What follows belongs to an exercise in optimizing a design on an open flow for small area, a short achievable clock period and few clock cycles per item; a production flow would make more cautious choices.
The RTL was checked by simulation tests, not by an equivalence proof against the original design.
Power is estimated from default activity; no workload was simulated.

### flow/run.sh
#!/bin/bash
# synth_recipe.tcl (not shown) runs the flow's synth.tcl, then flattens the netlist and writes it again
# the make line also repeats each setting of config.mk as NAME=value (left out here)
make -C /OpenROAD-flow-scripts/flow DESIGN_CONFIG=/design/flow/config.mk WORK_HOME=/design/flow/orfs CLKGATE_MAP_FILE= SYNTH_SCRIPT=/design/flow/synth_recipe.tcl finish
### flow/config.mk
export PLATFORM = sky130hd
export DESIGN_NAME = legv8_cpu
export DESIGN_NICKNAME = legv8_cpu
export VERILOG_FILES = /design/flow/design.v
export SDC_FILE = /design/flow/constraint.sdc
export NUM_CORES = 4
export LEC_CHECK = 0
export CAP_MARGIN = 20
export CORE_MARGIN = 2
export CORE_UTILIZATION = 40
export SLEW_MARGIN = 20
### flow/constraint.sdc
create_clock -name core_clock -period 7.5 [get_ports {CLOCK}]
set_input_delay 1.5000 -clock core_clock [delete_from_list [all_inputs] [get_ports {CLOCK}]]
set_output_delay 1.5000 -clock core_clock [all_outputs]
set_load 0.01 [all_outputs]
### flow/design.v
package isa_pkg;
  typedef logic [63:0] word_t;      
  typedef logic [31:0] instr_t;
  typedef logic [4:0]  reg_idx_t;
  localparam reg_idx_t zero_reg = 5'd31;   
  localparam logic [10:0] opcode_add  = 11'b10001011000;
  localparam logic [10:0] opcode_sub  = 11'b11001011000;
  localparam logic [10:0] opcode_and  = 11'b10001010000;
  localparam logic [10:0] opcode_orr  = 11'b10101010000;
  localparam logic [10:0] opcode_ldur = 11'b11111000010;
  localparam logic [10:0] opcode_stur = 11'b11111000000;
  localparam logic [9:0]  opcode_addi = 10'b1001000100;   
  localparam word_t pc_step = 64'd4;
  localparam int rd_lsb          = 0;
  localparam int rn_lsb          = 5;
  localparam int imm12_lsb       = 10;    
  localparam int dt_addr_lsb     = 12;    
  localparam int rm_lsb          = 16;
  localparam int opcode_lsb      = 21;
  localparam int addi_opcode_lsb = 22;
  localparam int reg2loc_bit     = 28;    
endpackage
package pipe_pkg;
  typedef enum logic [1:0] {
    alu_add,        
    alu_sub,
    alu_and,
    alu_orr
  } alu_op_t;
  typedef struct packed {
    alu_op_t alu_op;
    logic    alu_src;       
    logic    mem_read;
    logic    mem_write;
    logic    reg_write;
    logic    mem_to_reg;
  } ctrl_t;
  typedef enum logic [1:0] {
    from_reg,
    from_mem,
    from_wb
  } fwd_sel_t;
  typedef struct packed {
    logic [31:0] instruction;
  } if_id_t;
  typedef struct packed {
    ctrl_t             ctrl;
    logic [63:0] rn_data;
    logic [63:0] rm_data;
    logic [63:0] offset;
    logic [4:0] rd;
    logic [4:0] rn;   
    logic [4:0] rm;
  } id_ex_t;
  typedef enum logic {
    hold,
    bubble
  } stall_action_t;
endpackage
module pipe_reg #(
  parameter int WIDTH = 1,
  parameter logic on_stall = 1'b0   
) (
  input  logic             CLOCK,
  input  logic             reset,
  input  logic             stall,
  input  logic [WIDTH-1:0] d,
  output logic [WIDTH-1:0] q
);
  always_ff @(posedge CLOCK) begin
    if (reset) begin
      q <= '0;                                
    end else if (stall) begin
      if (on_stall == pipe_pkg::bubble) begin
        q <= '0;
      end                                     
    end else begin
      q <= d;
    end
  end
endmodule
module decode_unit (
  input  isa_pkg::instr_t   instruction,
  output pipe_pkg::ctrl_t   ctrl,
  output isa_pkg::reg_idx_t rn,
  output isa_pkg::reg_idx_t rm,
  output isa_pkg::reg_idx_t rd,
  output isa_pkg::word_t    offset
);
  logic [10:0] opcode;
  logic        is_addi;
  assign opcode  = instruction[isa_pkg::opcode_lsb +: 11];
  assign is_addi = instruction[isa_pkg::addi_opcode_lsb +: 10] == isa_pkg::opcode_addi;
  always_comb begin
    ctrl = '0;                        
    if (is_addi) begin
      ctrl.alu_op    = pipe_pkg::alu_add;
      ctrl.alu_src   = 1'b1;
      ctrl.reg_write = 1'b1;
    end else begin
      case (opcode)
        isa_pkg::opcode_add: begin
          ctrl.alu_op    = pipe_pkg::alu_add;
          ctrl.reg_write = 1'b1;
        end
        isa_pkg::opcode_sub: begin
          ctrl.alu_op    = pipe_pkg::alu_sub;
          ctrl.reg_write = 1'b1;
        end
        isa_pkg::opcode_and: begin
          ctrl.alu_op    = pipe_pkg::alu_and;
          ctrl.reg_write = 1'b1;
        end
        isa_pkg::opcode_orr: begin
          ctrl.alu_op    = pipe_pkg::alu_orr;
          ctrl.reg_write = 1'b1;
        end
        isa_pkg::opcode_ldur: begin
          ctrl.alu_src    = 1'b1;     
          ctrl.mem_read   = 1'b1;
          ctrl.reg_write  = 1'b1;
          ctrl.mem_to_reg = 1'b1;
        end
        isa_pkg::opcode_stur: begin
          ctrl.alu_src   = 1'b1;
          ctrl.mem_write = 1'b1;
        end
        default: ;
      endcase
    end
  end
  assign rd = instruction[isa_pkg::rd_lsb +: 5];
  assign rn = instruction[isa_pkg::rn_lsb +: 5];
  assign rm = instruction[isa_pkg::reg2loc_bit] ? rd : instruction[isa_pkg::rm_lsb +: 5];
  assign offset = is_addi ?
                  {52'b0, instruction[isa_pkg::imm12_lsb +: 12]} :
                  {{55{instruction[isa_pkg::dt_addr_lsb + 8]}},
                   instruction[isa_pkg::dt_addr_lsb +: 9]};
endmodule
module register_file (
  input  logic              CLOCK,
  input  logic              reset,
  input  isa_pkg::reg_idx_t read_idx_a,
  input  isa_pkg::reg_idx_t read_idx_b,
  input  isa_pkg::reg_idx_t write_idx,
  input  isa_pkg::word_t    write_data,
  input  logic              write_enable,
  output isa_pkg::word_t    read_data_a,
  output isa_pkg::word_t    read_data_b
);
  logic [63:0] regs [0:31];
  function automatic logic [63:0] read_port(logic [4:0] idx);
    if (write_enable && write_idx != isa_pkg::zero_reg && idx == write_idx) begin
      read_port = write_data;                  
    end else begin
      read_port = regs[idx];                   
    end
  endfunction
  always_ff @(posedge CLOCK) begin
    if (reset) begin
      for (int i = 0; i < 32; i++) begin
        regs[i] <= (i == isa_pkg::zero_reg) ? '0 : 64'(i);   
      end
    end else if (write_enable && write_idx != isa_pkg::zero_reg) begin
      regs[write_idx] <= write_data;
    end
  end
  always_comb begin
    read_data_a = read_port(read_idx_a);
    read_data_b = read_port(read_idx_b);
  end
endmodule
module hazard_unit (
  input  isa_pkg::reg_idx_t  id_rn,
  input  isa_pkg::reg_idx_t  id_rm,
  input  isa_pkg::reg_idx_t  ex_rn,
  input  isa_pkg::reg_idx_t  ex_rm,
  input  isa_pkg::reg_idx_t  ex_rd,
  input  logic               ex_mem_read,
  input  isa_pkg::reg_idx_t  mem_rd,
  input  logic               mem_reg_write,
  input  isa_pkg::reg_idx_t  wb_rd,
  input  logic               wb_reg_write,
  output logic               stall,
  output pipe_pkg::fwd_sel_t fwd_a,
  output pipe_pkg::fwd_sel_t fwd_b
);
  logic load_rd_live;
  function automatic pipe_pkg::fwd_sel_t select_fwd(logic [4:0] src);
    if (mem_reg_write && mem_rd != isa_pkg::zero_reg && mem_rd == src) begin
      select_fwd = pipe_pkg::from_mem;
    end else if (wb_reg_write && wb_rd != isa_pkg::zero_reg && wb_rd == src) begin
      select_fwd = pipe_pkg::from_wb;
    end else begin
      select_fwd = pipe_pkg::from_reg;
    end
  endfunction
  assign load_rd_live = ex_mem_read && ex_rd != isa_pkg::zero_reg;
  assign stall        = load_rd_live && (ex_rd == id_rn || ex_rd == id_rm);   
  always_comb begin
    fwd_a = select_fwd(ex_rn);
    fwd_b = select_fwd(ex_rm);
  end
endmodule
module execute_stage (
  input  logic               CLOCK,
  input  logic               reset,
  input  pipe_pkg::id_ex_t   id_ex,
  input  pipe_pkg::fwd_sel_t fwd_a,
  input  pipe_pkg::fwd_sel_t fwd_b,
  input  isa_pkg::word_t     wb_value,
  output isa_pkg::word_t     mem_address,
  output isa_pkg::word_t     mem_write_data,
  output logic               mem_read,
  output logic               mem_write,
  output isa_pkg::reg_idx_t  mem_rd,
  output logic               mem_reg_write,
  output logic               mem_to_reg
);
  isa_pkg::word_t operand_a;
  isa_pkg::word_t operand_b;
  isa_pkg::word_t alu_b;
  isa_pkg::word_t alu_result;
  function automatic logic [63:0] forward(logic [1:0] sel, logic [63:0] reg_value);
    case (sel)
      pipe_pkg::from_mem: forward = mem_address;   
      pipe_pkg::from_wb:  forward = wb_value;
      default:            forward = reg_value;
    endcase
  endfunction
  always_comb begin
    operand_a = forward(fwd_a, id_ex.rn_data);
    operand_b = forward(fwd_b, id_ex.rm_data);
    alu_b     = id_ex.ctrl.alu_src ? id_ex.offset : operand_b;
    case (id_ex.ctrl.alu_op)
      pipe_pkg::alu_add: alu_result = operand_a + alu_b;
      pipe_pkg::alu_sub: alu_result = operand_a - alu_b;
      pipe_pkg::alu_and: alu_result = operand_a & alu_b;
      default:           alu_result = operand_a | alu_b;
    endcase
  end
  always_ff @(posedge CLOCK) begin
    if (reset) begin
      mem_read      <= 1'b0;
      mem_write     <= 1'b0;
      mem_reg_write <= 1'b0;
    end else begin
      mem_read      <= id_ex.ctrl.mem_read;
      mem_write     <= id_ex.ctrl.mem_write;
      mem_reg_write <= id_ex.ctrl.reg_write;
    end
  end
  always_ff @(posedge CLOCK) begin
    mem_address    <= alu_result;
    mem_write_data <= operand_b;                
    mem_rd         <= id_ex.rd;
    mem_to_reg     <= id_ex.ctrl.mem_to_reg;
  end
endmodule
module writeback_stage (
  input  logic              CLOCK,
  input  logic              reset,
  input  isa_pkg::word_t    mem_address,
  input  isa_pkg::word_t    mem_read_data,
  input  isa_pkg::reg_idx_t mem_rd,
  input  logic              mem_reg_write,
  input  logic              mem_to_reg,
  output isa_pkg::reg_idx_t wb_rd,
  output logic              wb_reg_write,
  output isa_pkg::word_t    wb_value
);
  isa_pkg::word_t wb_alu_result;
  isa_pkg::word_t wb_load_data;
  logic           wb_to_reg;
  always_ff @(posedge CLOCK) begin
    if (reset) begin
      wb_reg_write <= 1'b0;
    end else begin
      wb_reg_write <= mem_reg_write;
    end
  end
  always_ff @(posedge CLOCK) begin
    wb_rd         <= mem_rd;
    wb_to_reg     <= mem_to_reg;
    wb_alu_result <= mem_address;               
    wb_load_data  <= mem_read_data;
  end
  assign wb_value = wb_to_reg ? wb_load_data : wb_alu_result;
endmodule
module legv8_cpu (
  input  logic            CLOCK,
  input  logic            reset,
  input  isa_pkg::instr_t instruction,
  input  isa_pkg::word_t  mem_read_data,
  output isa_pkg::word_t  pc,
  output isa_pkg::word_t  mem_address,
  output isa_pkg::word_t  mem_write_data,
  output logic            mem_read,
  output logic            mem_write
);
  logic               stall;
  pipe_pkg::if_id_t   if_id_d;
  pipe_pkg::if_id_t   if_id;
  pipe_pkg::id_ex_t   id_ex_d;
  pipe_pkg::id_ex_t   id_ex;
  pipe_pkg::ctrl_t    id_ctrl;
  isa_pkg::reg_idx_t  id_rn;
  isa_pkg::reg_idx_t  id_rm;
  isa_pkg::reg_idx_t  id_rd;
  isa_pkg::word_t     id_offset;
  isa_pkg::word_t     id_rn_data;
  isa_pkg::word_t     id_rm_data;
  pipe_pkg::fwd_sel_t fwd_a;
  pipe_pkg::fwd_sel_t fwd_b;
  isa_pkg::reg_idx_t  mem_rd;
  logic               mem_reg_write;
  logic               mem_to_reg;
  isa_pkg::reg_idx_t  wb_rd;
  logic               wb_reg_write;
  isa_pkg::word_t     wb_value;
  always_ff @(posedge CLOCK) begin
    if (reset) begin
      pc <= '0;
    end else if (!stall) begin
      pc <= pc + isa_pkg::pc_step;
    end
  end
  assign if_id_d.instruction = instruction;
  pipe_reg #(
    .WIDTH     ($bits(if_id_d)),
    .on_stall  (pipe_pkg::hold)
  ) if_id_reg (
    .CLOCK (CLOCK),
    .reset (reset),
    .stall (stall),
    .d     (if_id_d),
    .q     (if_id)
  );
  decode_unit decode_unit_inst (
    .instruction (if_id.instruction),
    .ctrl        (id_ctrl),
    .rn          (id_rn),
    .rm          (id_rm),
    .rd          (id_rd),
    .offset      (id_offset)
  );
  register_file register_file_inst (
    .CLOCK        (CLOCK),
    .reset        (reset),
    .read_idx_a   (id_rn),
    .read_idx_b   (id_rm),
    .write_idx    (wb_rd),
    .write_data   (wb_value),
    .write_enable (wb_reg_write),
    .read_data_a  (id_rn_data),
    .read_data_b  (id_rm_data)
  );
  hazard_unit hazard_unit_inst (
    .id_rn         (id_rn),
    .id_rm         (id_rm),
    .ex_rn         (id_ex.rn),
    .ex_rm         (id_ex.rm),
    .ex_rd         (id_ex.rd),
    .ex_mem_read   (id_ex.ctrl.mem_read),
    .mem_rd        (mem_rd),
    .mem_reg_write (mem_reg_write),
    .wb_rd         (wb_rd),
    .wb_reg_write  (wb_reg_write),
    .stall         (stall),
    .fwd_a         (fwd_a),
    .fwd_b         (fwd_b)
  );
  assign id_ex_d.ctrl    = id_ctrl;
  assign id_ex_d.rn_data = id_rn_data;
  assign id_ex_d.rm_data = id_rm_data;
  assign id_ex_d.offset  = id_offset;
  assign id_ex_d.rd      = id_rd;
  assign id_ex_d.rn      = id_rn;
  assign id_ex_d.rm      = id_rm;
  pipe_reg #(
    .WIDTH     ($bits(id_ex_d)),
    .on_stall  (pipe_pkg::bubble)               
  ) id_ex_reg (
    .CLOCK (CLOCK),
    .reset (reset),
    .stall (stall),
    .d     (id_ex_d),
    .q     (id_ex)
  );
  execute_stage execute_stage_inst (
    .CLOCK          (CLOCK),
    .reset          (reset),
    .id_ex          (id_ex),
    .fwd_a          (fwd_a),
    .fwd_b          (fwd_b),
    .wb_value       (wb_value),
    .mem_address    (mem_address),
    .mem_write_data (mem_write_data),
    .mem_read       (mem_read),
    .mem_write      (mem_write),
    .mem_rd         (mem_rd),
    .mem_reg_write  (mem_reg_write),
    .mem_to_reg     (mem_to_reg)
  );
  writeback_stage writeback_stage_inst (
    .CLOCK         (CLOCK),
    .reset         (reset),
    .mem_address   (mem_address),
    .mem_read_data (mem_read_data),
    .mem_rd        (mem_rd),
    .mem_reg_write (mem_reg_write),
    .mem_to_reg    (mem_to_reg),
    .wb_rd         (wb_rd),
    .wb_reg_write  (wb_reg_write),
    .wb_value      (wb_value)
  );
endmodule
==> summary.txt <==
kinds of logic after synthesis:
group | Yosys count | share of synthesized area (%)
simple gates | 3985 | 12.6
compound gates | 1057 | 4.99
flops | 2576 | 55.3
mux | 1370 | 21.6
buf+inv | 1041 | 3.20
xor+xnor | 191 | 1.28
other cells | 1 | 0.00288
fa+ha+maj | 110 | 1.01
worst reg2reg max path, delay by kind of cell (launching register included):
kind	cells	cell delay (ps)
AO/OA/AOI/OAI	10	2500
XOR/XNOR	2	490
adder cells (fa/ha/maj)	1	230
buffers and inverters	5	960
flip-flops	1	330
multiplexers	1	300
AND/OR/NAND/NOR	7	2160
routing by layer:
| layer | vias up | global-route usage [%] | part of all wire, % |
|---|---|---|---|
| met5 | - | 0.416 | 0.077 |
| met4 | 34 | 11.9 | 4.4 |
| met3 | 1335 | 9.88 | 15 |
| met2 | 7820 | 46.4 | 44 |
| met1 | 49143 | 40.4 | 37 |
| li1 | 38313 | - | - |
layout by cell type, fill, tap and decap left out, types with 69 or more instances in the layout:
cell type,n
a211oi_1,90
a21oi_1,279
a31oi_1,74
buf_4,280
clkbuf_16,291
clkdlybuf4s50_1,288
dfxtp_1,519
edfxtp_1,2048
ha_1,80
mux2_2,69
mux2i_1,83
mux4_2,1146
nand2_1,933
nand3_1,259
nand4_1,74
nor2_1,2353
nor3_1,73
o21ai_0,344
xnor2_1,101
xor2_1,90
power by group through the flow:
stage | Clock [mW] | Sequential (mW) | Combinational (mW)
after floorplan | 0 | 16.8 | 3.72
after global routing | 14.7 | 17.0 | 6.88
after detailed placement | 0 | 17.2 | 6.37
after global placement | 0 | 17.2 | 6.32
after CTS | 14.2 | 16.9 | 6.40
final | 14.1 | 16.9 | 6.64
worst paths after layout:
check / endpoint / slack, ps / depth (start not counted)
worst max-delay path: execute_stage_inst.mem_address[63] / 440 / 26
worst min-delay path: writeback_stage_inst.wb_to_reg / 370 / 0
worst max register to register: execute_stage_inst.mem_address[63] / 440 / 26
worst min register to register: writeback_stage_inst.wb_to_reg / 370 / 0
layout make-up:
type	count	area (um^2)
Fill cell	28495	175000
Sequential cell	2576	72100
Multi-Input combinational cell	6779	55600
Clock buffer	367	7640
Timing Repair Buffer	624	6130
Tap cell	4325	5410
Clock inverter	131	1410
Inverter	52	195
Antenna cell	9	22.5
==> summary.txt <==
Via density=6.50; Reg power frac=about 45%; Worst-Margin Slew=1250 ps; WL per Instance=34.6 um; setup_tns=0 ps; CP Max Fanout=23; Crit-path slowest cell=nor4_2; layout cells sized above 1=20.3%; sequential element share of the synthesized area=between 50 and 60%; routed wire length=514000 um; clock buffer depth=4; H-Tree Depth=5; Initial Util=40.2%; Crit. End Element=flip-flop; delay of the slowest cell on the worst path=740 ps; Slew Viols, Final=0; clock latency on the worst-skew pair=around 900 ps; Post-CTS Hold Fix Bufs=0; fin util=45.8%; Root Buffer=clkbuf_16; Syn-to-layout area delta=14.0%; fin area=149000 um^2; top cell family by delay on the critical path=compound AO/OA/AOI/OAI gates; peak supply drop=0.209 mV; post-synth top area share=47.2%; Logic pwr share=17.6%; clock power share=37.4%; cell mode on critical path=buf_4; initial antenna violation count=40; Die W=roughly 570 um; Max-Slew Margin vs Limit=between 10% and 20%; crit path time final=7060 ps; CTS resizes=0; final hold viol count=0; cell with the most instances after synthesis=nor2_1; number of buffers created by CTS=281; worst clock skew=50.8 ps; WS Path Type=flip-flop to flip-flop; post-synthesis area per instance=around 13 um^2; clk sink count=2576; Hold Slack=~370 ps; die area=330000 um^2; GRT overflow=0; Final Wtd Congestion=between 0.9 and 1; Finished Layout Cells=14863; Max-cap violations=0; clock transition at the registers of the reported paths=60 ps; drt pass-1 iters=6; io pins=292; pre-CTS WS=560 ps; Biggest register=register_file_inst.regs; timing-limited maximum frequency=0.142 GHz; DP HPWL=between 300000 and 400000 um; number of global-route vias before repair=94107; fin crit share=94.1%; crit path from=id_ex_reg.q[3]; Synth Cell Area=130000 um^2; Cell Int Power=26.6 mW; Final Setup Violations=0; Worst EP arrival=a little under 8000 ps; hold_sp=execute_stage_inst.mem_to_reg; port bufs=289; placed instance area=139000 um^2; dominant cell type by area after synthesis=edfxtp_1; Critical Path Source Type=flip-flop; Reg-to-Reg Start=id_ex_reg.q[3]; hold crit path type=flip-flop to flip-flop; top_reg_cell synth=edfxtp_1; Die Ht=between 500 and 600 um; Sw Pwr=11.1 mW; Total GRT Usage=30.4%; status=timing/DRC/antenna clean; FFs w/ async S/R, synth=0%; max reg flops=2048; pwr dens=254 nW/um^2; synth top area cells=edfxtp_1 (47%), mux4_2 (20%), dfxtp_1 (8.1%); Post-synth EDFFs=around 2000; first-iteration detailed-routing DRC count=roughly 16000; Pleak=a little over 50 nW; FP Rows=~210; Cells after Synth=10331; dpl cells=roughly 14000; switching share of power=29.5%; Post-DRT Antenna Nets=0; unrepaired setup endpoints after global routing=no; Buf/Inv on CP=5; Yosys reg bits=2576; nets@finish=10493; final setup margin=between 400 and 500 ps; core box area=324000 um^2; most common library cells after synthesis=nor2_1 (2356), edfxtp_1 (2048), mux4_2 (1146); global-route wire length before repair=721000 um; biggest regs=register_file_inst.regs x2048, id_ex_reg.q x162; # Post-CTS Setup Buffers=0; Unique masters post-synth=94; Worst Path Required=8290 ps; DRC viols=0; Design Power=~38 mW; largest net degree at the start of global routing=roughly 130; Yosys warning total=8; vias=~97000; CTS tree=yes
Testbench counts, summed over its fixed seeds: cycles 12,547, instrs 12,248.

[port drivers added, routing unchanged]
No port has a modelled driver above. Below, the same layout with a new extraction and two added sets of constraints. Step 1, drivers: a clkbuf_16 drives CLOCK and a buf_2 each remaining input, both assumed. Step 2 times the ports against the registers' clock, not the clock port: input delays grow and output delays shrink by t, the midpoint of the rising clock arrivals with the driver on. a / b / c = no drivers / after step 1 / after step 2; a / b = the first two.
shift t [ns]: 0.979
setup slack, ns: 0.443 / 0.443 / 0.443
worst setup path at the end: register to register
worst register clock-pin slew, ns: 0.07 / 0.07
worst slew at a driven data input, ns: 0.14
After both steps this run still meets setup and hold. For this run, drivers alone change the setup slack by 0.000 ns; drivers and shift together by 0.000 ns.
